Context: an optimization exercise on an open-source flow, tuned for small area, a short achievable clock period and few clock cycles per item. The choices shown serve that exercise and are no tape-out recipe.
The RTL of this run was laid out without a check of its function.
No activity file was given, so power comes from the tool's default toggle rates.

<file path="flow/run.sh">
#!/bin/bash
# The standard layout (standard.sh: the ORFS flow, standard synthesis included), with two
# changes: the input and output port buffers are the smallest plain buffer, buf_1, instead of the
# cell buffer_ports picks by itself (a 10 um2 delay buffer); and timing repair aims at a setup
# slack of 12.6 ns on the design's clock, so that it speeds up the critical paths.
set -euo pipefail
export BUFFER_PORTS_ARGS="-buffer_cell sky130_fd_sc_hd__buf_1"
export SETUP_SLACK_MARGIN=12.6
bash standard.sh > standard_make.log 2>&1
</file>
<file path="standard.sh">
#!/bin/bash
# synth_recipe.tcl (not shown) runs the flow's synth.tcl, then flattens the netlist and writes it again
# the make line also repeats each setting of config.mk as NAME=value (left out here)
make -C /OpenROAD-flow-scripts/flow DESIGN_CONFIG=/design/flow/config.mk WORK_HOME=/design/flow/orfs CLKGATE_MAP_FILE= SYNTH_SCRIPT=/design/flow/synth_recipe.tcl "${@:-finish}"
</file>
<file path="config.mk">
export PLATFORM = sky130hd
export DESIGN_NAME = expu_accumulator
export DESIGN_NICKNAME = expu_accumulator
export VERILOG_FILES = /design/flow/design.v
export SDC_FILE = /design/flow/constraint.sdc
export NUM_CORES = 4
export LEC_CHECK = 0
export CAP_MARGIN = 20
export CORE_MARGIN = 2
export CORE_UTILIZATION = 40
export SLEW_MARGIN = 20
export SYNTH_HIERARCHICAL = 1
</file>
<file path="constraint.sdc">
create_clock -name core_clock -period 22.0 [get_ports {clk_i}]
set_input_delay 4.4000 -clock core_clock [delete_from_list [all_inputs] [get_ports {clk_i}]]
set_output_delay 4.4000 -clock core_clock [all_outputs]
set_load 0.01 [all_outputs]
</file>
<file path="design.v">
module expu_fa (
    input  logic a,
    input  logic b,
    input  logic c,
    output logic s,
    output logic co
);
    assign s  = a ^ b ^ c;
    assign co = (a & b) | (a & c) | (b & c);
endmodule
module expu_ha (
    input  logic a,
    input  logic b,
    output logic s,
    output logic co
);
    assign s  = a ^ b;
    assign co = a & b;
endmodule
module expu_or8 (
    input  logic [7:0] a,
    output logic       y
);
    assign y = |a;
endmodule
module expu_add8_lo (
    input  logic [7:0] a,
    input  logic [7:0] b,
    output logic [7:0] s,
    output logic       co
);
    logic [7:0] p, g;
    for (genvar i = 0; i < 8; i++) begin : g_pg
        expu_ha u_pg (.a(a[i]), .b(b[i]), .s(p[i]), .co(g[i]));
    end
    logic g0_1, p0_1, g0_3, p0_3, g0_5, p0_5, g0_7, p0_7, g1_2, p1_2, g1_3, p1_3, g1_6, p1_6, g1_7, p1_7, g2_4, p2_4, g2_5, p2_5, g2_6, p2_6, g2_7, p2_7;
    assign g0_1 = g[1] | (p[1] & g[0]);
    assign p0_1 = p[1] & p[0];
    assign g0_3 = g[3] | (p[3] & g[2]);
    assign p0_3 = p[3] & p[2];
    assign g0_5 = g[5] | (p[5] & g[4]);
    assign p0_5 = p[5] & p[4];
    assign g0_7 = g[7] | (p[7] & g[6]);
    assign p0_7 = p[7] & p[6];
    assign g1_2 = g[2] | (p[2] & g0_1);
    assign p1_2 = p[2] & p0_1;
    assign g1_3 = g0_3 | (p0_3 & g0_1);
    assign p1_3 = p0_3 & p0_1;
    assign g1_6 = g[6] | (p[6] & g0_5);
    assign p1_6 = p[6] & p0_5;
    assign g1_7 = g0_7 | (p0_7 & g0_5);
    assign p1_7 = p0_7 & p0_5;
    assign g2_4 = g[4] | (p[4] & g1_3);
    assign p2_4 = p[4] & p1_3;
    assign g2_5 = g0_5 | (p0_5 & g1_3);
    assign p2_5 = p0_5 & p1_3;
    assign g2_6 = g1_6 | (p1_6 & g1_3);
    assign p2_6 = p1_6 & p1_3;
    assign g2_7 = g1_7 | (p1_7 & g1_3);
    assign p2_7 = p1_7 & p1_3;
    assign s  = p ^ {g2_6, g2_5, g2_4, g1_3, g1_2, g0_1, g[0], 1'b0};
    assign co = g2_7;
endmodule
module expu_add8 (
    input  logic [7:0] a,
    input  logic [7:0] b,
    input  logic       ci,
    output logic [7:0] s,
    output logic       co
);
    logic [7:0] p, g;
    for (genvar i = 0; i < 8; i++) begin : g_pg
        expu_ha u_pg (.a(a[i]), .b(b[i]), .s(p[i]), .co(g[i]));
    end
    logic g0c, g0_1, p0_1, g0_3, p0_3, g0_5, p0_5, g0_7, p0_7, g1_2, p1_2, g1_3, p1_3, g1_6, p1_6, g1_7, p1_7, g2_4, p2_4, g2_5, p2_5, g2_6, p2_6, g2_7, p2_7;
    assign g0c = g[0] | (p[0] & ci);
    assign g0_1 = g[1] | (p[1] & g0c);
    assign p0_1 = p[1] & p[0];
    assign g0_3 = g[3] | (p[3] & g[2]);
    assign p0_3 = p[3] & p[2];
    assign g0_5 = g[5] | (p[5] & g[4]);
    assign p0_5 = p[5] & p[4];
    assign g0_7 = g[7] | (p[7] & g[6]);
    assign p0_7 = p[7] & p[6];
    assign g1_2 = g[2] | (p[2] & g0_1);
    assign p1_2 = p[2] & p0_1;
    assign g1_3 = g0_3 | (p0_3 & g0_1);
    assign p1_3 = p0_3 & p0_1;
    assign g1_6 = g[6] | (p[6] & g0_5);
    assign p1_6 = p[6] & p0_5;
    assign g1_7 = g0_7 | (p0_7 & g0_5);
    assign p1_7 = p0_7 & p0_5;
    assign g2_4 = g[4] | (p[4] & g1_3);
    assign p2_4 = p[4] & p1_3;
    assign g2_5 = g0_5 | (p0_5 & g1_3);
    assign p2_5 = p0_5 & p1_3;
    assign g2_6 = g1_6 | (p1_6 & g1_3);
    assign p2_6 = p1_6 & p1_3;
    assign g2_7 = g1_7 | (p1_7 & g1_3);
    assign p2_7 = p1_7 & p1_3;
    assign s  = p ^ {g2_6, g2_5, g2_4, g1_3, g1_2, g0_1, g0c, ci};
    assign co = g2_7;
endmodule
module expu_add8_hi (
    input  logic [7:0] a,
    input  logic [7:0] b,
    input  logic       ci,
    input  logic       xi,
    output logic [7:0] s,
    output logic       co
);
    logic [7:0] p, g;
    for (genvar i = 0; i < 8; i++) begin : g_pg
        expu_ha u_pg (.a(a[i]), .b(b[i]), .s(p[i]), .co(g[i]));
    end
    logic g0c, g0_1, p0_1, g0_3, p0_3, g0_5, p0_5, g0_7, p0_7, g1_2, p1_2, g1_3, p1_3, g1_6, p1_6, g1_7, p1_7, g2_4, p2_4, g2_5, p2_5, g2_6, p2_6, g2_7, p2_7;
    assign g0c = g[0] | (p[0] & ci);
    assign g0_1 = g[1] | (p[1] & g0c);
    assign p0_1 = p[1] & p[0];
    assign g0_3 = g[3] | (p[3] & g[2]);
    assign p0_3 = p[3] & p[2];
    assign g0_5 = g[5] | (p[5] & g[4]);
    assign p0_5 = p[5] & p[4];
    assign g0_7 = g[7] | (p[7] & g[6]);
    assign p0_7 = p[7] & p[6];
    assign g1_2 = g[2] | (p[2] & g0_1);
    assign p1_2 = p[2] & p0_1;
    assign g1_3 = g0_3 | (p0_3 & g0_1);
    assign p1_3 = p0_3 & p0_1;
    assign g1_6 = g[6] | (p[6] & g0_5);
    assign p1_6 = p[6] & p0_5;
    assign g1_7 = g0_7 | (p0_7 & g0_5);
    assign p1_7 = p0_7 & p0_5;
    assign g2_4 = g[4] | (p[4] & g1_3);
    assign p2_4 = p[4] & p1_3;
    assign g2_5 = g0_5 | (p0_5 & g1_3);
    assign p2_5 = p0_5 & p1_3;
    assign g2_6 = g1_6 | (p1_6 & g1_3);
    assign p2_6 = p1_6 & p1_3;
    assign g2_7 = g1_7 | (p1_7 & g1_3);
    assign p2_7 = p1_7 & p1_3;
    assign s  = p ^ {g2_6, g2_5, g2_4, g1_3, g1_2, g0_1, g0c, ci};
    assign co = g2_7 | xi;
endmodule
module expu_accumulator #(
    parameter int EXP_BITS  = 8,
    parameter int MANT_BITS = 7,
    parameter int N_ROWS    = 8,
    parameter int ACC_WIDTH = 32,
    parameter int ACC_FRAC  = 16,
    localparam int WIDTH    = EXP_BITS + MANT_BITS + 1
) (
    input  logic                      clk_i,
    input  logic                      rst_ni,
    input  logic                      clear_i,
    input  logic                      enable_i,
    input  logic                      valid_i,
    output logic                      ready_o,
    input  logic [N_ROWS-1:0]         strb_i,
    input  logic [N_ROWS*WIDTH-1:0]   op_i,
    input  logic                      last_i,
    output logic [ACC_WIDTH-1:0]      sum_o,
    output logic                      overflow_o,
    output logic                      valid_o,
    input  logic                      ready_i
);
    localparam int BLK   = 8;                   
    localparam int N_BLK = ACC_WIDTH / BLK;
    logic                 valid_q, part_q, ovf_q;
    logic [ACC_WIDTH-1:0] acc_q;                
    logic [N_BLK-1:1]     cy_q;                 
    logic                 handover, accept, keep;
    logic [N_ROWS-1:0]    lane_sat;
    logic [ACC_WIDTH-1:0] lane_val [N_ROWS];
    logic [ACC_WIDTH-1:0] acc_base, row_a, row_b, total;
    logic [N_BLK-1:1]     cy_base, cy_d;
    logic                 tree_high, ovf_early, ovf_d;
    logic [ACC_WIDTH-1:0] res;
    logic                 res_carry, res_ovf;
    assign handover = valid_q & ready_i & enable_i & ~clear_i;
    assign ready_o  = enable_i & ~clear_i & (~valid_q | ready_i);
    assign accept   = valid_i & ready_o;
    assign keep     = part_q | (valid_q & ~handover);
    assign acc_base = acc_q & {ACC_WIDTH{keep}};
    assign cy_base  = cy_q & {(N_BLK-1){keep}};
    for (genvar i = 0; i < N_ROWS; i++) begin : g_lane
        logic [15:0] x;
        logic [7:0]  e;
        logic        on;
        logic [8:0]  g;
        logic [10:0] h;
        logic [14:0] f;
        logic [4:0]  oh;
        assign x  = op_i[i*WIDTH +: WIDTH];
        assign e  = x[14:7];
        assign on = accept & strb_i[i] & ~x[15];
        assign lane_sat[i] = on & (e >= 8'd143);
        assign g[0] = x[0] & ~e[0];
        for (genvar k = 1; k < 7; k++) begin : g_g
            assign g[k] = e[0] ? x[k-1] : x[k];
        end
        assign g[7] = e[0] ? x[6] : 1'b1;
        assign g[8] = e[0];
        for (genvar k = 0; k < 11; k++) begin : g_h
            if (k < 2)      assign h[k] = g[k] & ~e[1];
            else if (k < 9) assign h[k] = e[1] ? g[k-2] : g[k];
            else            assign h[k] = g[k-2] & e[1];
        end
        for (genvar k = 0; k < 15; k++) begin : g_f
            if (k < 4)       assign f[k] = h[k] & ~e[2];
            else if (k < 11) assign f[k] = e[2] ? h[k-4] : h[k];
            else             assign f[k] = h[k-4] & e[2];
        end
        assign oh[0] = on & (e == 8'd111);
        assign oh[1] = on & (e[7:3] == 5'd14);
        assign oh[2] = on & (e[7:3] == 5'd15);
        assign oh[3] = on & (e[7:3] == 5'd16);
        assign oh[4] = on & (e[7:3] == 5'd17) & (e[2:0] != 3'd7);
        for (genvar j = 0; j < ACC_WIDTH; j++) begin : g_val
            logic t;
            always_comb begin
                t = 1'b0;
                for (int k = 0; k < 5; k++)
                    if (j + 14 - 8*k >= 0 && j + 14 - 8*k <= 14) t = t | (oh[k] & f[j + 14 - 8*k]);
            end
            assign lane_val[i][j] = t;
        end
    end
    logic ts0, tc0, ts1, tc1, ts2, tc2, ts3, tc3, ts4, tc4, ts5, tc5;
    logic ts6, tc6, ts7, tc7, ts8, tc8, ts9, tc9, ts10, tc10, ts11, tc11;
    logic ts12, tc12, ts13, tc13, ts14, tc14, ts15, tc15, ts16, tc16, ts17, tc17;
    logic ts18, tc18, ts19, tc19, ts20, tc20, ts21, tc21, ts22, tc22, ts23, tc23;
    logic ts24, tc24, ts25, tc25, ts26, tc26, ts27, tc27, ts28, tc28, ts29, tc29;
    logic ts30, tc30, ts31, tc31, ts32, tc32, ts33, tc33, ts34, tc34, ts35, tc35;
    logic ts36, tc36, ts37, tc37, ts38, tc38, ts39, tc39, ts40, tc40, ts41, tc41;
    logic ts42, tc42, ts43, tc43, ts44, tc44, ts45, tc45, ts46, tc46, ts47, tc47;
    logic ts48, tc48, ts49, tc49, ts50, tc50, ts51, tc51, ts52, tc52, ts53, tc53;
    logic ts54, tc54, ts55, tc55, ts56, tc56, ts57, tc57, ts58, tc58, ts59, tc59;
    logic ts60, tc60, ts61, tc61, ts62, tc62, ts63, tc63, ts64, tc64, ts65, tc65;
    logic ts66, tc66, ts67, tc67, ts68, tc68, ts69, tc69, ts70, tc70, ts71, tc71;
    logic ts72, tc72, ts73, tc73, ts74, tc74, ts75, tc75, ts76, tc76, ts77, tc77;
    logic ts78, tc78, ts79, tc79, ts80, tc80, ts81, tc81, ts82, tc82, ts83, tc83;
    logic ts84, tc84, ts85, tc85, ts86, tc86, ts87, tc87, ts88, tc88, ts89, tc89;
    logic ts90, tc90, ts91, tc91, ts92, tc92, ts93, tc93, ts94, tc94, ts95, tc95;
    logic ts96, tc96, ts97, tc97, ts98, tc98, ts99, tc99, ts100, tc100, ts101, tc101;
    logic ts102, tc102, ts103, tc103, ts104, tc104, ts105, tc105, ts106, tc106, ts107, tc107;
    logic ts108, tc108, ts109, tc109, ts110, tc110, ts111, tc111, ts112, tc112, ts113, tc113;
    logic ts114, tc114, ts115, tc115, ts116, tc116, ts117, tc117, ts118, tc118, ts119, tc119;
    logic ts120, tc120, ts121, tc121, ts122, tc122, ts123, tc123, ts124, tc124, ts125, tc125;
    logic ts126, tc126, ts127, tc127, ts128, tc128, ts129, tc129, ts130, tc130, ts131, tc131;
    logic ts132, tc132, ts133, tc133, ts134, tc134, ts135, tc135, ts136, tc136, ts137, tc137;
    logic ts138, tc138, ts139, tc139, ts140, tc140, ts141, tc141, ts142, tc142, ts143, tc143;
    logic ts144, tc144, ts145, tc145, ts146, tc146, ts147, tc147, ts148, tc148, ts149, tc149;
    logic ts150, tc150, ts151, tc151, ts152, tc152, ts153, tc153, ts154, tc154, ts155, tc155;
    logic ts156, tc156, ts157, tc157, ts158, tc158, ts159, tc159, ts160, tc160, ts161, tc161;
    logic ts162, tc162, ts163, tc163, ts164, tc164, ts165, tc165, ts166, tc166, ts167, tc167;
    logic ts168, tc168, ts169, tc169, ts170, tc170, ts171, tc171, ts172, tc172, ts173, tc173;
    logic ts174, tc174, ts175, tc175, ts176, tc176, ts177, tc177, ts178, tc178, ts179, tc179;
    logic ts180, tc180, ts181, tc181, ts182, tc182, ts183, tc183, ts184, tc184, ts185, tc185;
    logic ts186, tc186, ts187, tc187, ts188, tc188, ts189, tc189, ts190, tc190, ts191, tc191;
    logic ts192, tc192, ts193, tc193, ts194, tc194, ts195, tc195, ts196, tc196, ts197, tc197;
    logic ts198, tc198, ts199, tc199, ts200, tc200, ts201, tc201, ts202, tc202, ts203, tc203;
    logic ts204, tc204, ts205, tc205, ts206, tc206, ts207, tc207, ts208, tc208, ts209, tc209;
    logic ts210, tc210, ts211, tc211, ts212, tc212, ts213, tc213, ts214, tc214, ts215, tc215;
    logic ts216, tc216, ts217, tc217, ts218, tc218, ts219, tc219, ts220, tc220, ts221, tc221;
    expu_fa u_fa0 (.a(lane_val[0][0]), .b(lane_val[1][0]), .c(lane_val[2][0]), .s(ts0), .co(tc0));
    expu_ha u_ha1 (.a(lane_val[3][0]), .b(lane_val[4][0]), .s(ts1), .co(tc1));
    expu_fa u_fa2 (.a(lane_val[0][1]), .b(lane_val[1][1]), .c(lane_val[2][1]), .s(ts2), .co(tc2));
    expu_fa u_fa3 (.a(lane_val[3][1]), .b(lane_val[4][1]), .c(lane_val[5][1]), .s(ts3), .co(tc3));
    expu_ha u_ha4 (.a(lane_val[6][1]), .b(lane_val[7][1]), .s(ts4), .co(tc4));
    expu_fa u_fa5 (.a(lane_val[0][2]), .b(lane_val[1][2]), .c(lane_val[2][2]), .s(ts5), .co(tc5));
    expu_fa u_fa6 (.a(lane_val[3][2]), .b(lane_val[4][2]), .c(lane_val[5][2]), .s(ts6), .co(tc6));
    expu_fa u_fa7 (.a(lane_val[6][2]), .b(lane_val[7][2]), .c(acc_base[2]), .s(ts7), .co(tc7));
    expu_fa u_fa8 (.a(lane_val[0][3]), .b(lane_val[1][3]), .c(lane_val[2][3]), .s(ts8), .co(tc8));
    expu_fa u_fa9 (.a(lane_val[3][3]), .b(lane_val[4][3]), .c(lane_val[5][3]), .s(ts9), .co(tc9));
    expu_fa u_fa10 (.a(lane_val[6][3]), .b(lane_val[7][3]), .c(acc_base[3]), .s(ts10), .co(tc10));
    expu_fa u_fa11 (.a(lane_val[0][4]), .b(lane_val[1][4]), .c(lane_val[2][4]), .s(ts11), .co(tc11));
    expu_fa u_fa12 (.a(lane_val[3][4]), .b(lane_val[4][4]), .c(lane_val[5][4]), .s(ts12), .co(tc12));
    expu_fa u_fa13 (.a(lane_val[6][4]), .b(lane_val[7][4]), .c(acc_base[4]), .s(ts13), .co(tc13));
    expu_fa u_fa14 (.a(lane_val[0][5]), .b(lane_val[1][5]), .c(lane_val[2][5]), .s(ts14), .co(tc14));
    expu_fa u_fa15 (.a(lane_val[3][5]), .b(lane_val[4][5]), .c(lane_val[5][5]), .s(ts15), .co(tc15));
    expu_fa u_fa16 (.a(lane_val[6][5]), .b(lane_val[7][5]), .c(acc_base[5]), .s(ts16), .co(tc16));
    expu_fa u_fa17 (.a(lane_val[0][6]), .b(lane_val[1][6]), .c(lane_val[2][6]), .s(ts17), .co(tc17));
    expu_fa u_fa18 (.a(lane_val[3][6]), .b(lane_val[4][6]), .c(lane_val[5][6]), .s(ts18), .co(tc18));
    expu_fa u_fa19 (.a(lane_val[6][6]), .b(lane_val[7][6]), .c(acc_base[6]), .s(ts19), .co(tc19));
    expu_fa u_fa20 (.a(lane_val[0][7]), .b(lane_val[1][7]), .c(lane_val[2][7]), .s(ts20), .co(tc20));
    expu_fa u_fa21 (.a(lane_val[3][7]), .b(lane_val[4][7]), .c(lane_val[5][7]), .s(ts21), .co(tc21));
    expu_fa u_fa22 (.a(lane_val[6][7]), .b(lane_val[7][7]), .c(acc_base[7]), .s(ts22), .co(tc22));
    expu_fa u_fa23 (.a(lane_val[0][8]), .b(lane_val[1][8]), .c(lane_val[2][8]), .s(ts23), .co(tc23));
    expu_fa u_fa24 (.a(lane_val[3][8]), .b(lane_val[4][8]), .c(lane_val[5][8]), .s(ts24), .co(tc24));
    expu_fa u_fa25 (.a(lane_val[6][8]), .b(lane_val[7][8]), .c(acc_base[8]), .s(ts25), .co(tc25));
    expu_fa u_fa26 (.a(lane_val[0][9]), .b(lane_val[1][9]), .c(lane_val[2][9]), .s(ts26), .co(tc26));
    expu_fa u_fa27 (.a(lane_val[3][9]), .b(lane_val[4][9]), .c(lane_val[5][9]), .s(ts27), .co(tc27));
    expu_fa u_fa28 (.a(lane_val[6][9]), .b(lane_val[7][9]), .c(acc_base[9]), .s(ts28), .co(tc28));
    expu_fa u_fa29 (.a(lane_val[0][10]), .b(lane_val[1][10]), .c(lane_val[2][10]), .s(ts29), .co(tc29));
    expu_fa u_fa30 (.a(lane_val[3][10]), .b(lane_val[4][10]), .c(lane_val[5][10]), .s(ts30), .co(tc30));
    expu_fa u_fa31 (.a(lane_val[6][10]), .b(lane_val[7][10]), .c(acc_base[10]), .s(ts31), .co(tc31));
    expu_fa u_fa32 (.a(lane_val[0][11]), .b(lane_val[1][11]), .c(lane_val[2][11]), .s(ts32), .co(tc32));
    expu_fa u_fa33 (.a(lane_val[3][11]), .b(lane_val[4][11]), .c(lane_val[5][11]), .s(ts33), .co(tc33));
    expu_fa u_fa34 (.a(lane_val[6][11]), .b(lane_val[7][11]), .c(acc_base[11]), .s(ts34), .co(tc34));
    expu_fa u_fa35 (.a(lane_val[0][12]), .b(lane_val[1][12]), .c(lane_val[2][12]), .s(ts35), .co(tc35));
    expu_fa u_fa36 (.a(lane_val[3][12]), .b(lane_val[4][12]), .c(lane_val[5][12]), .s(ts36), .co(tc36));
    expu_fa u_fa37 (.a(lane_val[6][12]), .b(lane_val[7][12]), .c(acc_base[12]), .s(ts37), .co(tc37));
    expu_fa u_fa38 (.a(lane_val[0][13]), .b(lane_val[1][13]), .c(lane_val[2][13]), .s(ts38), .co(tc38));
    expu_fa u_fa39 (.a(lane_val[3][13]), .b(lane_val[4][13]), .c(lane_val[5][13]), .s(ts39), .co(tc39));
    expu_fa u_fa40 (.a(lane_val[6][13]), .b(lane_val[7][13]), .c(acc_base[13]), .s(ts40), .co(tc40));
    expu_fa u_fa41 (.a(lane_val[0][14]), .b(lane_val[1][14]), .c(lane_val[2][14]), .s(ts41), .co(tc41));
    expu_fa u_fa42 (.a(lane_val[3][14]), .b(lane_val[4][14]), .c(lane_val[5][14]), .s(ts42), .co(tc42));
    expu_fa u_fa43 (.a(lane_val[6][14]), .b(lane_val[7][14]), .c(acc_base[14]), .s(ts43), .co(tc43));
    expu_fa u_fa44 (.a(lane_val[0][15]), .b(lane_val[1][15]), .c(lane_val[2][15]), .s(ts44), .co(tc44));
    expu_fa u_fa45 (.a(lane_val[3][15]), .b(lane_val[4][15]), .c(lane_val[5][15]), .s(ts45), .co(tc45));
    expu_fa u_fa46 (.a(lane_val[6][15]), .b(lane_val[7][15]), .c(acc_base[15]), .s(ts46), .co(tc46));
    expu_fa u_fa47 (.a(lane_val[0][16]), .b(lane_val[1][16]), .c(lane_val[2][16]), .s(ts47), .co(tc47));
    expu_fa u_fa48 (.a(lane_val[3][16]), .b(lane_val[4][16]), .c(lane_val[5][16]), .s(ts48), .co(tc48));
    expu_fa u_fa49 (.a(lane_val[6][16]), .b(lane_val[7][16]), .c(acc_base[16]), .s(ts49), .co(tc49));
    expu_fa u_fa50 (.a(lane_val[0][17]), .b(lane_val[1][17]), .c(lane_val[2][17]), .s(ts50), .co(tc50));
    expu_fa u_fa51 (.a(lane_val[3][17]), .b(lane_val[4][17]), .c(lane_val[5][17]), .s(ts51), .co(tc51));
    expu_fa u_fa52 (.a(lane_val[6][17]), .b(lane_val[7][17]), .c(acc_base[17]), .s(ts52), .co(tc52));
    expu_fa u_fa53 (.a(lane_val[0][18]), .b(lane_val[1][18]), .c(lane_val[2][18]), .s(ts53), .co(tc53));
    expu_fa u_fa54 (.a(lane_val[3][18]), .b(lane_val[4][18]), .c(lane_val[5][18]), .s(ts54), .co(tc54));
    expu_fa u_fa55 (.a(lane_val[6][18]), .b(lane_val[7][18]), .c(acc_base[18]), .s(ts55), .co(tc55));
    expu_fa u_fa56 (.a(lane_val[0][19]), .b(lane_val[1][19]), .c(lane_val[2][19]), .s(ts56), .co(tc56));
    expu_fa u_fa57 (.a(lane_val[3][19]), .b(lane_val[4][19]), .c(lane_val[5][19]), .s(ts57), .co(tc57));
    expu_fa u_fa58 (.a(lane_val[6][19]), .b(lane_val[7][19]), .c(acc_base[19]), .s(ts58), .co(tc58));
    expu_fa u_fa59 (.a(lane_val[0][20]), .b(lane_val[1][20]), .c(lane_val[2][20]), .s(ts59), .co(tc59));
    expu_fa u_fa60 (.a(lane_val[3][20]), .b(lane_val[4][20]), .c(lane_val[5][20]), .s(ts60), .co(tc60));
    expu_fa u_fa61 (.a(lane_val[6][20]), .b(lane_val[7][20]), .c(acc_base[20]), .s(ts61), .co(tc61));
    expu_fa u_fa62 (.a(lane_val[0][21]), .b(lane_val[1][21]), .c(lane_val[2][21]), .s(ts62), .co(tc62));
    expu_fa u_fa63 (.a(lane_val[3][21]), .b(lane_val[4][21]), .c(lane_val[5][21]), .s(ts63), .co(tc63));
    expu_fa u_fa64 (.a(lane_val[6][21]), .b(lane_val[7][21]), .c(acc_base[21]), .s(ts64), .co(tc64));
    expu_fa u_fa65 (.a(lane_val[0][22]), .b(lane_val[1][22]), .c(lane_val[2][22]), .s(ts65), .co(tc65));
    expu_fa u_fa66 (.a(lane_val[3][22]), .b(lane_val[4][22]), .c(lane_val[5][22]), .s(ts66), .co(tc66));
    expu_fa u_fa67 (.a(lane_val[6][22]), .b(lane_val[7][22]), .c(acc_base[22]), .s(ts67), .co(tc67));
    expu_fa u_fa68 (.a(lane_val[0][23]), .b(lane_val[1][23]), .c(lane_val[2][23]), .s(ts68), .co(tc68));
    expu_fa u_fa69 (.a(lane_val[3][23]), .b(lane_val[4][23]), .c(lane_val[5][23]), .s(ts69), .co(tc69));
    expu_fa u_fa70 (.a(lane_val[6][23]), .b(lane_val[7][23]), .c(acc_base[23]), .s(ts70), .co(tc70));
    expu_fa u_fa71 (.a(lane_val[0][24]), .b(lane_val[1][24]), .c(lane_val[2][24]), .s(ts71), .co(tc71));
    expu_fa u_fa72 (.a(lane_val[3][24]), .b(lane_val[4][24]), .c(lane_val[5][24]), .s(ts72), .co(tc72));
    expu_fa u_fa73 (.a(lane_val[6][24]), .b(lane_val[7][24]), .c(acc_base[24]), .s(ts73), .co(tc73));
    expu_fa u_fa74 (.a(lane_val[0][25]), .b(lane_val[1][25]), .c(lane_val[2][25]), .s(ts74), .co(tc74));
    expu_fa u_fa75 (.a(lane_val[3][25]), .b(lane_val[4][25]), .c(lane_val[5][25]), .s(ts75), .co(tc75));
    expu_fa u_fa76 (.a(lane_val[6][25]), .b(lane_val[7][25]), .c(acc_base[25]), .s(ts76), .co(tc76));
    expu_fa u_fa77 (.a(lane_val[0][26]), .b(lane_val[1][26]), .c(lane_val[2][26]), .s(ts77), .co(tc77));
    expu_fa u_fa78 (.a(lane_val[3][26]), .b(lane_val[4][26]), .c(lane_val[5][26]), .s(ts78), .co(tc78));
    expu_fa u_fa79 (.a(lane_val[6][26]), .b(lane_val[7][26]), .c(acc_base[26]), .s(ts79), .co(tc79));
    expu_fa u_fa80 (.a(lane_val[0][27]), .b(lane_val[1][27]), .c(lane_val[2][27]), .s(ts80), .co(tc80));
    expu_fa u_fa81 (.a(lane_val[3][27]), .b(lane_val[4][27]), .c(lane_val[5][27]), .s(ts81), .co(tc81));
    expu_fa u_fa82 (.a(lane_val[6][27]), .b(lane_val[7][27]), .c(acc_base[27]), .s(ts82), .co(tc82));
    expu_fa u_fa83 (.a(lane_val[0][28]), .b(lane_val[1][28]), .c(lane_val[2][28]), .s(ts83), .co(tc83));
    expu_fa u_fa84 (.a(lane_val[3][28]), .b(lane_val[4][28]), .c(lane_val[5][28]), .s(ts84), .co(tc84));
    expu_fa u_fa85 (.a(lane_val[6][28]), .b(lane_val[7][28]), .c(acc_base[28]), .s(ts85), .co(tc85));
    expu_fa u_fa86 (.a(lane_val[0][29]), .b(lane_val[1][29]), .c(lane_val[2][29]), .s(ts86), .co(tc86));
    expu_fa u_fa87 (.a(lane_val[3][29]), .b(lane_val[4][29]), .c(lane_val[5][29]), .s(ts87), .co(tc87));
    expu_fa u_fa88 (.a(lane_val[6][29]), .b(lane_val[7][29]), .c(acc_base[29]), .s(ts88), .co(tc88));
    expu_fa u_fa89 (.a(lane_val[0][30]), .b(lane_val[1][30]), .c(lane_val[2][30]), .s(ts89), .co(tc89));
    expu_fa u_fa90 (.a(lane_val[3][30]), .b(lane_val[4][30]), .c(lane_val[5][30]), .s(ts90), .co(tc90));
    expu_fa u_fa91 (.a(lane_val[6][30]), .b(lane_val[7][30]), .c(acc_base[30]), .s(ts91), .co(tc91));
    expu_fa u_fa92 (.a(lane_val[0][31]), .b(lane_val[1][31]), .c(lane_val[2][31]), .s(ts92), .co(tc92));
    expu_fa u_fa93 (.a(lane_val[3][31]), .b(lane_val[4][31]), .c(lane_val[5][31]), .s(ts93), .co(tc93));
    expu_fa u_fa94 (.a(lane_val[6][31]), .b(lane_val[7][31]), .c(acc_base[31]), .s(ts94), .co(tc94));
    expu_fa u_fa95 (.a(ts0), .b(ts1), .c(lane_val[5][0]), .s(ts95), .co(tc95));
    expu_fa u_fa96 (.a(tc0), .b(tc1), .c(ts2), .s(ts96), .co(tc96));
    expu_ha u_ha97 (.a(ts3), .b(ts4), .s(ts97), .co(tc97));
    expu_fa u_fa98 (.a(tc2), .b(tc3), .c(tc4), .s(ts98), .co(tc98));
    expu_fa u_fa99 (.a(ts5), .b(ts6), .c(ts7), .s(ts99), .co(tc99));
    expu_fa u_fa100 (.a(tc5), .b(tc6), .c(tc7), .s(ts100), .co(tc100));
    expu_fa u_fa101 (.a(ts8), .b(ts9), .c(ts10), .s(ts101), .co(tc101));
    expu_fa u_fa102 (.a(tc8), .b(tc9), .c(tc10), .s(ts102), .co(tc102));
    expu_fa u_fa103 (.a(ts11), .b(ts12), .c(ts13), .s(ts103), .co(tc103));
    expu_fa u_fa104 (.a(tc11), .b(tc12), .c(tc13), .s(ts104), .co(tc104));
    expu_fa u_fa105 (.a(ts14), .b(ts15), .c(ts16), .s(ts105), .co(tc105));
    expu_fa u_fa106 (.a(tc14), .b(tc15), .c(tc16), .s(ts106), .co(tc106));
    expu_fa u_fa107 (.a(ts17), .b(ts18), .c(ts19), .s(ts107), .co(tc107));
    expu_fa u_fa108 (.a(tc17), .b(tc18), .c(tc19), .s(ts108), .co(tc108));
    expu_fa u_fa109 (.a(ts20), .b(ts21), .c(ts22), .s(ts109), .co(tc109));
    expu_fa u_fa110 (.a(tc20), .b(tc21), .c(tc22), .s(ts110), .co(tc110));
    expu_fa u_fa111 (.a(ts23), .b(ts24), .c(ts25), .s(ts111), .co(tc111));
    expu_fa u_fa112 (.a(tc23), .b(tc24), .c(tc25), .s(ts112), .co(tc112));
    expu_fa u_fa113 (.a(ts26), .b(ts27), .c(ts28), .s(ts113), .co(tc113));
    expu_fa u_fa114 (.a(tc26), .b(tc27), .c(tc28), .s(ts114), .co(tc114));
    expu_fa u_fa115 (.a(ts29), .b(ts30), .c(ts31), .s(ts115), .co(tc115));
    expu_fa u_fa116 (.a(tc29), .b(tc30), .c(tc31), .s(ts116), .co(tc116));
    expu_fa u_fa117 (.a(ts32), .b(ts33), .c(ts34), .s(ts117), .co(tc117));
    expu_fa u_fa118 (.a(tc32), .b(tc33), .c(tc34), .s(ts118), .co(tc118));
    expu_fa u_fa119 (.a(ts35), .b(ts36), .c(ts37), .s(ts119), .co(tc119));
    expu_fa u_fa120 (.a(tc35), .b(tc36), .c(tc37), .s(ts120), .co(tc120));
    expu_fa u_fa121 (.a(ts38), .b(ts39), .c(ts40), .s(ts121), .co(tc121));
    expu_fa u_fa122 (.a(tc38), .b(tc39), .c(tc40), .s(ts122), .co(tc122));
    expu_fa u_fa123 (.a(ts41), .b(ts42), .c(ts43), .s(ts123), .co(tc123));
    expu_fa u_fa124 (.a(tc41), .b(tc42), .c(tc43), .s(ts124), .co(tc124));
    expu_fa u_fa125 (.a(ts44), .b(ts45), .c(ts46), .s(ts125), .co(tc125));
    expu_fa u_fa126 (.a(tc44), .b(tc45), .c(tc46), .s(ts126), .co(tc126));
    expu_fa u_fa127 (.a(ts47), .b(ts48), .c(ts49), .s(ts127), .co(tc127));
    expu_fa u_fa128 (.a(tc47), .b(tc48), .c(tc49), .s(ts128), .co(tc128));
    expu_fa u_fa129 (.a(ts50), .b(ts51), .c(ts52), .s(ts129), .co(tc129));
    expu_fa u_fa130 (.a(tc50), .b(tc51), .c(tc52), .s(ts130), .co(tc130));
    expu_fa u_fa131 (.a(ts53), .b(ts54), .c(ts55), .s(ts131), .co(tc131));
    expu_fa u_fa132 (.a(tc53), .b(tc54), .c(tc55), .s(ts132), .co(tc132));
    expu_fa u_fa133 (.a(ts56), .b(ts57), .c(ts58), .s(ts133), .co(tc133));
    expu_fa u_fa134 (.a(tc56), .b(tc57), .c(tc58), .s(ts134), .co(tc134));
    expu_fa u_fa135 (.a(ts59), .b(ts60), .c(ts61), .s(ts135), .co(tc135));
    expu_fa u_fa136 (.a(tc59), .b(tc60), .c(tc61), .s(ts136), .co(tc136));
    expu_fa u_fa137 (.a(ts62), .b(ts63), .c(ts64), .s(ts137), .co(tc137));
    expu_fa u_fa138 (.a(tc62), .b(tc63), .c(tc64), .s(ts138), .co(tc138));
    expu_fa u_fa139 (.a(ts65), .b(ts66), .c(ts67), .s(ts139), .co(tc139));
    expu_fa u_fa140 (.a(tc65), .b(tc66), .c(tc67), .s(ts140), .co(tc140));
    expu_fa u_fa141 (.a(ts68), .b(ts69), .c(ts70), .s(ts141), .co(tc141));
    expu_fa u_fa142 (.a(tc68), .b(tc69), .c(tc70), .s(ts142), .co(tc142));
    expu_fa u_fa143 (.a(ts71), .b(ts72), .c(ts73), .s(ts143), .co(tc143));
    expu_fa u_fa144 (.a(tc71), .b(tc72), .c(tc73), .s(ts144), .co(tc144));
    expu_fa u_fa145 (.a(ts74), .b(ts75), .c(ts76), .s(ts145), .co(tc145));
    expu_fa u_fa146 (.a(tc74), .b(tc75), .c(tc76), .s(ts146), .co(tc146));
    expu_fa u_fa147 (.a(ts77), .b(ts78), .c(ts79), .s(ts147), .co(tc147));
    expu_fa u_fa148 (.a(tc77), .b(tc78), .c(tc79), .s(ts148), .co(tc148));
    expu_fa u_fa149 (.a(ts80), .b(ts81), .c(ts82), .s(ts149), .co(tc149));
    expu_fa u_fa150 (.a(tc80), .b(tc81), .c(tc82), .s(ts150), .co(tc150));
    expu_fa u_fa151 (.a(ts83), .b(ts84), .c(ts85), .s(ts151), .co(tc151));
    expu_fa u_fa152 (.a(tc83), .b(tc84), .c(tc85), .s(ts152), .co(tc152));
    expu_fa u_fa153 (.a(ts86), .b(ts87), .c(ts88), .s(ts153), .co(tc153));
    expu_fa u_fa154 (.a(tc86), .b(tc87), .c(tc88), .s(ts154), .co(tc154));
    expu_fa u_fa155 (.a(ts89), .b(ts90), .c(ts91), .s(ts155), .co(tc155));
    expu_fa u_fa156 (.a(tc89), .b(tc90), .c(tc91), .s(ts156), .co(tc156));
    expu_fa u_fa157 (.a(ts92), .b(ts93), .c(ts94), .s(ts157), .co(tc157));
    expu_ha u_ha158 (.a(ts95), .b(lane_val[6][0]), .s(ts158), .co(tc158));
    expu_fa u_fa159 (.a(tc95), .b(ts96), .c(ts97), .s(ts159), .co(tc159));
    expu_fa u_fa160 (.a(tc96), .b(tc97), .c(ts98), .s(ts160), .co(tc160));
    expu_fa u_fa161 (.a(tc98), .b(tc99), .c(ts100), .s(ts161), .co(tc161));
    expu_fa u_fa162 (.a(tc100), .b(tc101), .c(ts102), .s(ts162), .co(tc162));
    expu_fa u_fa163 (.a(tc102), .b(tc103), .c(ts104), .s(ts163), .co(tc163));
    expu_fa u_fa164 (.a(tc104), .b(tc105), .c(ts106), .s(ts164), .co(tc164));
    expu_fa u_fa165 (.a(tc106), .b(tc107), .c(ts108), .s(ts165), .co(tc165));
    expu_fa u_fa166 (.a(tc108), .b(tc109), .c(ts110), .s(ts166), .co(tc166));
    expu_fa u_fa167 (.a(tc110), .b(tc111), .c(ts112), .s(ts167), .co(tc167));
    expu_fa u_fa168 (.a(tc112), .b(tc113), .c(ts114), .s(ts168), .co(tc168));
    expu_fa u_fa169 (.a(tc114), .b(tc115), .c(ts116), .s(ts169), .co(tc169));
    expu_fa u_fa170 (.a(tc116), .b(tc117), .c(ts118), .s(ts170), .co(tc170));
    expu_fa u_fa171 (.a(tc118), .b(tc119), .c(ts120), .s(ts171), .co(tc171));
    expu_fa u_fa172 (.a(tc120), .b(tc121), .c(ts122), .s(ts172), .co(tc172));
    expu_fa u_fa173 (.a(tc122), .b(tc123), .c(ts124), .s(ts173), .co(tc173));
    expu_fa u_fa174 (.a(tc124), .b(tc125), .c(ts126), .s(ts174), .co(tc174));
    expu_fa u_fa175 (.a(tc126), .b(tc127), .c(ts128), .s(ts175), .co(tc175));
    expu_fa u_fa176 (.a(tc128), .b(tc129), .c(ts130), .s(ts176), .co(tc176));
    expu_fa u_fa177 (.a(tc130), .b(tc131), .c(ts132), .s(ts177), .co(tc177));
    expu_fa u_fa178 (.a(tc132), .b(tc133), .c(ts134), .s(ts178), .co(tc178));
    expu_fa u_fa179 (.a(tc134), .b(tc135), .c(ts136), .s(ts179), .co(tc179));
    expu_fa u_fa180 (.a(tc136), .b(tc137), .c(ts138), .s(ts180), .co(tc180));
    expu_fa u_fa181 (.a(tc138), .b(tc139), .c(ts140), .s(ts181), .co(tc181));
    expu_fa u_fa182 (.a(tc140), .b(tc141), .c(ts142), .s(ts182), .co(tc182));
    expu_fa u_fa183 (.a(tc142), .b(tc143), .c(ts144), .s(ts183), .co(tc183));
    expu_fa u_fa184 (.a(tc144), .b(tc145), .c(ts146), .s(ts184), .co(tc184));
    expu_fa u_fa185 (.a(tc146), .b(tc147), .c(ts148), .s(ts185), .co(tc185));
    expu_fa u_fa186 (.a(tc148), .b(tc149), .c(ts150), .s(ts186), .co(tc186));
    expu_fa u_fa187 (.a(tc150), .b(tc151), .c(ts152), .s(ts187), .co(tc187));
    expu_fa u_fa188 (.a(tc152), .b(tc153), .c(ts154), .s(ts188), .co(tc188));
    expu_fa u_fa189 (.a(tc154), .b(tc155), .c(ts156), .s(ts189), .co(tc189));
    expu_ha u_ha190 (.a(ts158), .b(lane_val[7][0]), .s(ts190), .co(tc190));
    expu_fa u_fa191 (.a(tc158), .b(ts159), .c(acc_base[1]), .s(ts191), .co(tc191));
    expu_fa u_fa192 (.a(tc159), .b(ts160), .c(ts99), .s(ts192), .co(tc192));
    expu_fa u_fa193 (.a(tc160), .b(ts161), .c(ts101), .s(ts193), .co(tc193));
    expu_fa u_fa194 (.a(tc161), .b(ts162), .c(ts103), .s(ts194), .co(tc194));
    expu_fa u_fa195 (.a(tc162), .b(ts163), .c(ts105), .s(ts195), .co(tc195));
    expu_fa u_fa196 (.a(tc163), .b(ts164), .c(ts107), .s(ts196), .co(tc196));
    expu_fa u_fa197 (.a(tc164), .b(ts165), .c(ts109), .s(ts197), .co(tc197));
    expu_fa u_fa198 (.a(tc165), .b(ts166), .c(ts111), .s(ts198), .co(tc198));
    expu_fa u_fa199 (.a(tc166), .b(ts167), .c(ts113), .s(ts199), .co(tc199));
    expu_fa u_fa200 (.a(tc167), .b(ts168), .c(ts115), .s(ts200), .co(tc200));
    expu_fa u_fa201 (.a(tc168), .b(ts169), .c(ts117), .s(ts201), .co(tc201));
    expu_fa u_fa202 (.a(tc169), .b(ts170), .c(ts119), .s(ts202), .co(tc202));
    expu_fa u_fa203 (.a(tc170), .b(ts171), .c(ts121), .s(ts203), .co(tc203));
    expu_fa u_fa204 (.a(tc171), .b(ts172), .c(ts123), .s(ts204), .co(tc204));
    expu_fa u_fa205 (.a(tc172), .b(ts173), .c(ts125), .s(ts205), .co(tc205));
    expu_fa u_fa206 (.a(tc173), .b(ts174), .c(ts127), .s(ts206), .co(tc206));
    expu_fa u_fa207 (.a(tc174), .b(ts175), .c(ts129), .s(ts207), .co(tc207));
    expu_fa u_fa208 (.a(tc175), .b(ts176), .c(ts131), .s(ts208), .co(tc208));
    expu_fa u_fa209 (.a(tc176), .b(ts177), .c(ts133), .s(ts209), .co(tc209));
    expu_fa u_fa210 (.a(tc177), .b(ts178), .c(ts135), .s(ts210), .co(tc210));
    expu_fa u_fa211 (.a(tc178), .b(ts179), .c(ts137), .s(ts211), .co(tc211));
    expu_fa u_fa212 (.a(tc179), .b(ts180), .c(ts139), .s(ts212), .co(tc212));
    expu_fa u_fa213 (.a(tc180), .b(ts181), .c(ts141), .s(ts213), .co(tc213));
    expu_fa u_fa214 (.a(tc181), .b(ts182), .c(ts143), .s(ts214), .co(tc214));
    expu_fa u_fa215 (.a(tc182), .b(ts183), .c(ts145), .s(ts215), .co(tc215));
    expu_fa u_fa216 (.a(tc183), .b(ts184), .c(ts147), .s(ts216), .co(tc216));
    expu_fa u_fa217 (.a(tc184), .b(ts185), .c(ts149), .s(ts217), .co(tc217));
    expu_fa u_fa218 (.a(tc185), .b(ts186), .c(ts151), .s(ts218), .co(tc218));
    expu_fa u_fa219 (.a(tc186), .b(ts187), .c(ts153), .s(ts219), .co(tc219));
    expu_fa u_fa220 (.a(tc187), .b(ts188), .c(ts155), .s(ts220), .co(tc220));
    expu_fa u_fa221 (.a(tc188), .b(ts189), .c(ts157), .s(ts221), .co(tc221));
    assign row_a = {tc220, tc219, tc218, tc217, tc216, tc215, tc214, tc213, tc212, tc211, tc210, tc209, tc208, tc207, tc206, tc205, tc204, tc203, tc202, tc201, tc200, tc199, tc198, tc197, tc196, tc195, tc194, tc193, tc192, tc191, tc190, ts190};
    assign row_b = {ts221, ts220, ts219, ts218, ts217, ts216, ts215, ts214, ts213, ts212, ts211, ts210, ts209, ts208, ts207, ts206, ts205, ts204, ts203, ts202, ts201, ts200, ts199, ts198, ts197, ts196, ts195, ts194, ts193, ts192, ts191, acc_base[0]};
    expu_or8 u_high (.a({tc221, tc189, tc157, tc156, tc94, tc93, tc92, ovf_early}), .y(tree_high));
    assign ovf_early = (keep & ovf_q) | (|lane_sat);
    expu_add8_lo u_add0 (.a(row_a[7:0]), .b(row_b[7:0]), .s(total[7:0]), .co(cy_d[1]));
    expu_add8 u_add1 (.a(row_a[15:8]), .b(row_b[15:8]), .ci(cy_base[1]), .s(total[15:8]), .co(cy_d[2]));
    expu_add8 u_add2 (.a(row_a[23:16]), .b(row_b[23:16]), .ci(cy_base[2]), .s(total[23:16]), .co(cy_d[3]));
    expu_add8_hi u_add3 (.a(row_a[31:24]), .b(row_b[31:24]), .ci(cy_base[3]), .xi(tree_high), .s(total[31:24]), .co(ovf_d));
    always_ff @(posedge clk_i or negedge rst_ni) begin
        if (!rst_ni) begin
            valid_q <= 1'b0;
            part_q  <= 1'b0;
            ovf_q   <= 1'b0;
        end else if (clear_i) begin
            valid_q <= 1'b0;
            part_q  <= 1'b0;
            ovf_q   <= ovf_d;
        end else begin
            if (accept) begin
                valid_q <= last_i;
                part_q  <= ~last_i;
            end else if (handover) begin
                valid_q <= 1'b0;
            end
            ovf_q <= ovf_d;
        end
    end
    always_ff @(posedge clk_i) begin
        acc_q <= total;
        cy_q  <= cy_d;
    end
    always_comb begin
        logic [ACC_WIDTH-1:0] cy_vec;
        cy_vec = '0;
        for (int k = 1; k < N_BLK; k++) cy_vec[BLK*k] = cy_q[k];
        {res_carry, res} = {1'b0, acc_q} + {1'b0, cy_vec};
    end
    assign res_ovf = ovf_q | res_carry;
    assign sum_o      = res | {ACC_WIDTH{res_ovf}};
    assign overflow_o = res_ovf;
    assign valid_o    = valid_q;
endmodule
</file>
==> results.sh <==
export IMPL_grt_remaining_overflow=0
export IMPL_ys_seq_elements=38
export IMPL_grt_setup_unrepaired="yes"
export IMPL_cp_max_fo=14
export IMPL_die_area_um2=32500
export IMPL_root_buffer="clkbuf_16"
export IMPL_rrSetupSlack_ps=16420
export IMPL_grt_pass1_wl_mm=66.7
export IMPL_ff2ff_path_depth=18
export IMPL_async_reset_ff_frac=0.0789
export IMPL_p_leak_nw=6.41
export IMPL_wl_per_cell_um=24.4
export IMPL_worstHoldPathCells=2
export IMPL_cts_num_sinks=38
export IMPL_start_util=0.406
export IMPL_timing_rr_end="ovf_q$_DFF_PN0_"
export IMPL_cts_buffer_depth=2
export IMPL_holdBufCountCts=0
export IMPL_cp_required_ps=22150
export IMPL_synth_cells=1326
export IMPL_gp_congestion=1.02
export IMPL_tns_ps=0
export IMPL_max_stage_delay_ps=540
export IMPL_fillers=2955
export IMPL_ys_seq_area_frac=0.0624
export IMPL_slowest_stage="or4_1"
export IMPL_ios=178
export IMPL_worstPathCellList="buf_6, nor2b_4, and3_4, buf_12, and4_4, nand2_4, o22ai_4, fa_2, fa_2, fa_1, fa_1, ha_1, ha_2, or2_4, ha_4, o211ai_1, a21boi_1, o2111a_1, or4_1"
export IMPL_via_count=11500
export IMPL_grt_max_degree=37
export IMPL_syn_area_um2=12400
export IMPL_yosysWarningCount=9
export IMPL_maxSlewViolCount=0
export IMPL_place_area_um2=13100
export IMPL_drive_gt1_frac=0.199
export IMPL_hold_viol=0
export IMPL_yosys_area_top_type="fa_1"
export IMPL_finalWirelength_mm=45.9
export IMPL_avgSynthCellArea_um2=9.37
export IMPL_ys_types=67
export IMPL_path_clk_slew_ps=60
export IMPL_status="no timing/DRC/antenna violations"
export IMPL_drcViolationCount=0
export IMPL_area_growth_pct=18.8
export IMPL_synth_top_area_frac=0.350
export IMPL_cts_buffers=5
export IMPL_design_area_um2=14800
export IMPL_dp_hpwl_mm=37.3
export IMPL_clk_latency_ps=290
export IMPL_period_share=0.427
export IMPL_via_per_inst=6.10
export IMPL_ir_drop_uv=23.4
export IMPL_drt_iter0_drc=1186
export IMPL_cts_tree="yes"
export IMPL_critPathArrivalTime_ps=9540
export IMPL_antenna_found_initial=1
export IMPL_grt_usage=0.273
export IMPL_relSlewSlack=0.554
export IMPL_min_path_type="flop to flop"
export IMPL_n_antenna_cell=0
export IMPL_finalClockSkew_ps=10.8
export IMPL_hp_start="acc_q[0]$_DFF_P_"
export IMPL_worstMarginPinSlew_ps=650
export IMPL_p_per_area_nw_per_um2=20.4
export IMPL_ys_flop_type="dfxtp_1"
export IMPL_die_h_um=180
export IMPL_crit_type="input port to flop"
export IMPL_cts_htree_levels=2
export IMPL_r2r_start="valid_q$_DFFE_PN0P_"
export IMPL_fin_crit_ps=9390
export IMPL_nets=1904
export IMPL_endpoint_kind="flop"
export IMPL_ant_nets=0
export IMPL_first_pass_iters=6
export IMPL_synth_area_leaders="fa_1 35%, o22ai_1 8.1%, mux2i_1 6.1%"
export IMPL_critPathLaunchType="input port"
export IMPL_die_w_um=180
export IMPL_setup_viol=0
export IMPL_row_count=64
export IMPL_port_buffers=177
export IMPL_synth_edf_count=0
export IMPL_max_cap_violations=0
export IMPL_grt_pass1_vias=11000
export IMPL_synth_fp_nets=1742
export IMPL_core_um2=30600
export IMPL_hold_path_end="acc_q[0]$_DFF_P_"
export IMPL_fmaxAchievable_mhz=106
[sequential cells by signal, indices dropped and copies added (netlist names)]
signal and count:
acc_q 32, cy_q 3, ovf_q 1, part_q 1, valid_q 1
[report_power, final]
group | switching (mW) | internal (mW) | leakage [nW]
logic | 0.0854 | 0.0461 | 5.99
registers | 0.000838 | 0.0696 | 0.323
clock network | 0.0310 | 0.0682 | 0.0971
total | 0.117 | 0.184 | 6.41
[cell usage in the layout, fill, tap and decap left out, drive strengths merged, types with 11 or more instances in the layout]
cell / n
dfxtp: 35
fa: 217
nor3: 31
xnor2: 19
a21oi: 69
nand4: 15
nor3b: 18
nand3: 50
nor2b: 64
o22ai: 160
o21ai: 26
ha: 56
nand2: 73
and4: 12
o21a: 11
mux2i: 76
and3: 11
buf: 223
nor2: 154
mux2: 12
nand2b: 38
[cell families after synthesis]
logic type,synth area share
AOI/OAI and AO/OA,0.154
xor gates and xnor gates,0.0169
adders and majority gates,0.406
buffers and inverters,0.0451
DFF,0.0624
muxes,0.0866
and+or+nand+nor,0.229
[timing repair]
action | 4_1_cts | 5_1_grt
setup endpoints to repair | 22 | 11
pin swaps | 19 | 28
buffers inserted | 13 | 33
gates cloned | 2 | 4
gates resized for setup | 128 | 87
[modules after synthesis (local to each module, per instance)]
module            copies in the design  cells
expu_or8                             1      3
expu_add8_lo                         1     27
expu_add8                            2     28
expu_add8_hi                         1     27
expu_fa                            217      1
expu_ha                             37      1
expu_accumulator                     1    959
[cell usage after synthesis, drive strengths merged (10+ instances only)]
master    n
ha       56
a21oi    69
mux2i    76
o21a     11
and3     10
buf      51
nand2    73
nor2b    64
nor3b    18
nand2b   38
xnor2    19
nor2    154
mux2     12
fa      217
nand3    46
a211oi   10
nor3     31
o22ai   160
dfxtp    35
clkbuf   25
nand4    15
o21ai    26
inv      10
and4     12
[per-stage QoR]
step | hold slack (ps) | std cells | power (mW) | util | setup WS, ps
floorplan | 550 | 1326 | 0.142 | - | 12700
CTS | 593 | 1848 | 0.288 | 0.458 | 12580
global route | 653 | 1885 | 0.316 | 0.482 | 12460
finish | 591 | 1885 | 0.301 | 0.482 | 12610
detailed placement | 575 | 1825 | 0.178 | 0.428 | 11830
global placement | 586 | 1825 | 0.176 | 0.428 | 11840
[layout make-up]
class | instances | area, µm² | area share
Timing Repair Buffer | 225 | 1140 | 0.0773
Inverter | 10 | 37.5 | 0.00254
Clock buffer | 6 | 139 | 0.00941
Sequential cell | 38 | 776 | 0.0526
Clock inverter | 2 | 60.1 | 0.00407
Multi-Input combinational cell | 1208 | 12100 | 0.821
Tap cell | 396 | 495 | 0.0336
[critical path: cells and delay by family]
| kind | cells | cell delay, ps |
|---|---|---|
| adder cells (fa/ha/maj) | 7 | 2450 |
| AND/OR/NAND/NOR | 6 | 1630 |
| buffers and inverters | 2 | 220 |
| AO/OA/AOI/OAI | 4 | 810 |
[how the worst max path moves through the flow]
stage	startpoint	end	slack (ps)
6_report	enable_i	ovf_q$_DFF_PN0_	12610
5_1_grt	op_i[7]	acc_q[15]$_DFF_P_	12460
4_1_cts	enable_i	ovf_q$_DFF_PN0_	12580
3_5_place_dp	op_i[7]	ovf_q$_DFF_PN0_	11830
3_3_place_gp	op_i[23]	ovf_q$_DFF_PN0_	11840
2_1_floorplan	op_i[7]	ovf_q$_DFF_PN0_	12700
[metal layers]
layer / up-vias / wire [µm] / GRT usage
li1: 5169 / - / -
met1: 5613 / 19600 / 0.374
met2: 579 / 19100 / 0.402
met3: 132 / 4370 / 0.0669
met4: 2 / 2860 / 0.135
met5: - / 13 / 0

## afterwards: timing with drivers on the ports
In the flow no input, the clock included, has a driving cell. The finished layout below was timed again as built, in two steps. Step 1 assumes that a clkbuf_16 drives the clock port and a buf_2 every other input. Step 2 also shifts input and output timing later by t, the mid clock arrival at the registers, as if the neighbouring blocks saw the same clock. Three values: no drivers, after step 1, after step 2; two values: the first two.
t (ns): 0.331
setup WS [ns]: 12.609 / 12.576 / 12.261
latest minus earliest clock arrival (ns): 0.011 / 0.010
After both steps this run still meets setup and hold. The setup slack of this run moves by -0.033 ns with the drivers and by -0.348 ns with both steps.
